This is an optimization exercise on Yosys and OpenROAD, whose aim is small area and a short achievable clock period, not a production implementation.
Function was checked by simulation only, so behaviour that the tests miss may differ from the original.
Power is estimated from default activity; no workload was simulated.

== run 1 ==
## conv_layer_top
module conv_layer_top (
        input  logic clk,
        input  logic rst,
        input  logic weight_we,
        input  logic [1:0] weight_channel,
        input  logic [4:0] weight_tap,
        input  logic [7:0] weight_data,
        input  logic valid_in,
        input  logic [287:0] in_samples,
        output logic valid_out,
        output logic [11:0] conv_out
);
        logic [24:0] tap;
        logic [23:0] b_one, b_two, b_nz, b_neg, b_sx;
        logic [207:0] sums;
        logic sums_valid;
        logic bus_en;
        logic bus_first;
        logic bus_last;
        logic [287:0] bus_samples;
        weight_bank weight_bank0 (
                .clk            (clk),
                .rst            (rst),
                .weight_we      (weight_we),
                .weight_channel (weight_channel),
                .weight_tap     (weight_tap),
                .weight_data    (weight_data),
                .tap            (tap),
                .valid_in       (valid_in),
                .b_one          (b_one),
                .b_two          (b_two),
                .b_nz           (b_nz),
                .b_neg          (b_neg),
                .b_sx           (b_sx)
        );
        tap_sequencer tap_sequencer0 (
                .clk         (clk),
                .rst         (rst),
                .valid_in    (valid_in),
                .in_samples  (in_samples),
                .tap         (tap),
                .bus_en      (bus_en),
                .bus_first   (bus_first),
                .bus_last    (bus_last),
  ...
Settings: LEC_CHECK=0, ABC_CLOCK_PERIOD_IN_PS=3400, CAP_MARGIN=40, CORE_MARGIN=2, CORE_UTILIZATION=40, CTS_BUF_LIST=sky130_fd_sc_hd__clkbuf_8, SETUP_SLACK_MARGIN=4.6, SLEW_MARGIN=40; clock period 8.0 ns.
standard.sh (not shown) runs the stock make flow with config.mk's settings and CLKGATE_MAP_FILE= SYNTH_SCRIPT=/design/flow/synth_recipe.tcl, a recipe that flattens the netlist after the stock synthesis.
==> flow/flow/run.sh <==
#!/bin/bash
# The standard layout, with one step added after the standard synthesis:
# flow/polarity.py removes inverters between full adders by flipping full
# adders to their dual (a full adder is self-dual), and the layout then runs
# on that netlist. Registers and all other cells are left as synthesis made them.
# The ports are buffered as in the standard flow, with the smallest buffer.
set -euo pipefail
bash standard.sh synth > synth.log 2>&1
R=orfs/results/${FLOW_PLATFORM}/conv_layer_top/base
cp $R/1_2_yosys.v $R/1_2_yosys_std.v
python3 flow/polarity.py $R/1_2_yosys_std.v $R/1_2_yosys.v > polarity.log 2>&1
rm -f $R/1_synth.odb
bash standard.sh "BUFFER_PORTS_ARGS=-buffer_cell sky130_fd_sc_hd__buf_1" finish > layout.log 2>&1
Other scripts of this flow, unchanged in this note and not shown: flow/flow/polarity.py
The flow did not stop early for run 1: all stages ran, and the layout cleared the timing, design-rule and antenna checks.
[inputs] run 2 vs run 1
# run 1
export LEC_CHECK = 0
export ABC_CLOCK_PERIOD_IN_PS = 3400
export CAP_MARGIN = 40
export CORE_MARGIN = 2
export CORE_UTILIZATION = 40
export CTS_BUF_LIST = sky130_fd_sc_hd__clkbuf_8
export SETUP_SLACK_MARGIN = 4.6
export SLEW_MARGIN = 40
create_clock -name core_clock -period 8.0 [get_ports {clk}]
# run 2
export LEC_CHECK = 0
export ABC_CLOCK_PERIOD_IN_PS = 3400
export CAP_MARGIN = 40
export CORE_MARGIN = 2
export CORE_UTILIZATION = 50
export CTS_BUF_LIST = sky130_fd_sc_hd__clkbuf_16
export CTS_CLUSTER_DIAMETER = 100
export CTS_CLUSTER_SIZE = 20
export SETUP_SLACK_MARGIN = 4.6
export SLEW_MARGIN = 40
create_clock -name core_clock -period 8.0 [get_ports {clk}]
==> run summary <==
- Run 2 vs run 1: instance area after placement down slightly
- Of run 2 and run 1, it is run 2 that has the higher global-route track usage on met1.
- The lower overall die area of run 1 and run 2 is in run 2.
- Run 2 vs run 1 on data required time at the worst endpoint: run 2 is the lower one.
- Relative to run 1, clock network area share decreased by 2.3 points in run 2.
- Compared run 2 vs run 1, and clock power is down in run 2.
- Re critical path depth: run 2 is 1 down on run 1.
- Number of gates given a new drive strength after cts: lower on run 1
- Run 1 and run 2 ended up with nearly the same area share of buffers outside the clock network.
> inputs changed (run 2 -> run 3)
# run 2
export LEC_CHECK = 0
export ABC_CLOCK_PERIOD_IN_PS = 3400
export CAP_MARGIN = 40
export CORE_MARGIN = 2
export CORE_UTILIZATION = 50
export CTS_BUF_LIST = sky130_fd_sc_hd__clkbuf_16
export CTS_CLUSTER_DIAMETER = 100
export CTS_CLUSTER_SIZE = 20
export SETUP_SLACK_MARGIN = 4.6
export SLEW_MARGIN = 40
create_clock -name core_clock -period 8.0 [get_ports {clk}]
# run 3
export LEC_CHECK = 0
export ABC_CLOCK_PERIOD_IN_PS = 3400
export CAP_MARGIN = 40
export CORE_MARGIN = 2
export CORE_UTILIZATION = 40
export CTS_BUF_LIST = sky130_fd_sc_hd__clkbuf_8
export SETUP_SLACK_MARGIN = 4.6
export SLEW_MARGIN = 40
create_clock -name core_clock -period 8.0 [get_ports {clk}]
diff --git a/flow/flow/run.sh b/flow/flow/run.sh
--- a/flow/flow/run.sh
+++ b/flow/flow/run.sh
@@ -5,3 +5,2 @@
 # on that netlist. Registers and all other cells are left as synthesis made them.
-# The ports are buffered as in the standard flow, with the smallest buffer.
 set -euo pipefail
@@ -12,2 +11,2 @@
 rm -f $R/1_synth.odb
-bash standard.sh "BUFFER_PORTS_ARGS=-buffer_cell sky130_fd_sc_hd__buf_1" finish > layout.log 2>&1
+bash standard.sh > layout.log 2>&1
--- outcome ---
Run 3 ended up with a higher full die area than run 2 did. In the flow results for run 2 and run 3, the signal arrival time at the worst endpoint is larger on run 3. Compared with run 2, in run 3 worst supply voltage drop on vdd fell by 21 uV; via count rose by 1,711; global-route usage fell by 6.9 points. Starting density of the core down 9.9 points in run 3 wrt run 2. The core of run 3 is less densely filled than that of run 2.
For run 4, these inputs were changed with respect to run 3:
# run 3
export LEC_CHECK = 0
export ABC_CLOCK_PERIOD_IN_PS = 3400
export CAP_MARGIN = 40
export CORE_MARGIN = 2
export CORE_UTILIZATION = 40
export CTS_BUF_LIST = sky130_fd_sc_hd__clkbuf_8
export SETUP_SLACK_MARGIN = 4.6
export SLEW_MARGIN = 40
create_clock -name core_clock -period 8.0 [get_ports {clk}]
# run 4
export LEC_CHECK = 0
export ABC_CLOCK_PERIOD_IN_PS = 3600
export CAP_MARGIN = 40
export CORE_MARGIN = 2
export CORE_UTILIZATION = 40
export CTS_BUF_LIST = sky130_fd_sc_hd__clkbuf_16
export CTS_CLUSTER_DIAMETER = 100
export CTS_CLUSTER_SIZE = 20
export SETUP_SLACK_MARGIN = 4.4
export SLEW_MARGIN = 40
create_clock -name core_clock -period 8.0 [get_ports {clk}]
diff --git a/flow/flow/run.sh b/flow/flow/run.sh
--- a/flow/flow/run.sh
+++ b/flow/flow/run.sh
@@ -5,2 +5,3 @@
 # on that netlist. Registers and all other cells are left as synthesis made them.
+# The ports are buffered as in the standard flow, with the smallest buffer.
 set -euo pipefail
@@ -11,2 +12,2 @@
 rm -f $R/1_synth.odb
-bash standard.sh > layout.log 2>&1
+bash standard.sh "BUFFER_PORTS_ARGS=-buffer_cell sky130_fd_sc_hd__buf_1" finish > layout.log 2>&1
[summary]
[diff] number of vias after detailed routing, run 4 relative to run 3: improvement
Against run 3, run 4 comes in about 4% lower on combinational power.
Diff run 3 -> run 4 | detailed-route vias per instance | decrease of 1.7%
Run 4 vs. run 3: transition time at the pin with the least slew margin went down by 0.076 ns.
On sequential share of layout area, the higher figure sits with run 4, not run 3.
Total power of the final layout delta for run 4 relative to run 3: about 9% lower
Run 4: worst slack after detailed placement 0.42 ns below run 3
Comparing run 4 and run 3, the higher design area was measured on run 3.
Comparing run 4 and run 3, setup slack is lower on run 4.
The total leakage power in run 4 is 0.907 times that in run 3.
Comparing run 4 and run 3, the lower global-route usage was measured on run 4.
diff inputs: run 4 => run 5
# run 4
export LEC_CHECK = 0
export ABC_CLOCK_PERIOD_IN_PS = 3600
export CAP_MARGIN = 40
export CORE_MARGIN = 2
export CORE_UTILIZATION = 40
export CTS_BUF_LIST = sky130_fd_sc_hd__clkbuf_16
export CTS_CLUSTER_DIAMETER = 100
export CTS_CLUSTER_SIZE = 20
export SETUP_SLACK_MARGIN = 4.4
export SLEW_MARGIN = 40
create_clock -name core_clock -period 8.0 [get_ports {clk}]
# run 5
export LEC_CHECK = 0
export ABC_CLOCK_PERIOD_IN_PS = 4500
export CAP_MARGIN = 40
export CORE_MARGIN = 2
export CORE_UTILIZATION = 40
export CTS_BUF_LIST = sky130_fd_sc_hd__clkbuf_16
export CTS_CLUSTER_DIAMETER = 100
export CTS_CLUSTER_SIZE = 20
export SETUP_SLACK_MARGIN = 4.6
export SLEW_MARGIN = 40
create_clock -name core_clock -period 8.0 [get_ports {clk}]
### Flow results
- Utilization after layout (run 5 over run 4): increase, 1.7 points
- Diff run 5 and run 4: area added between synthesis and finish higher in run 5
- The lower worst hold slack came out of run 4.
- Changes observed in run 5 relative to run 4: final critical-path share of the clock period lost 1.9 points; net count reported at finish picked up an extra about 2%; length of routed wiring on met1 picked up an extra 6400 um.

-- separate check: timing with driven ports --
No port has a modelled driver above. Below, the same layouts with a new extraction and two added sets of constraints. Step 1: set_driving_cell puts a clkbuf_16 on clk and a buf_2 on each other input, an assumption about the parent block. Step 2 moves the port delays by t, midway between the first and last clock arrival at a register: inputs arrive t later, outputs are due t later. That takes back most of the time a late clock gives input paths. a / b / c = ideal / step 1 / step 2; a / b = the first two.
run | shift t [ns] | setup slack, ns | worst slew at a driven data input, ns
run 1 | 1.065 | 4.564 / 4.564 / 3.955 | 0.15
run 2 | 0.889 | 4.526 / 4.526 / 4.526 | 0.08
run 3 | 1.058 | 4.536 / 4.536 / 4.536 | 0.15
run 4 | 0.875 | 4.413 / 4.413 / 4.413 | 0.16
run 5 | 0.906 | 4.566 / 4.566 / 3.890 | 0.17
After both steps setup and hold are still met in every run listed. For run 5, which loses most, drivers alone change the setup slack by 0.000 ns; drivers and shift together by -0.676 ns.
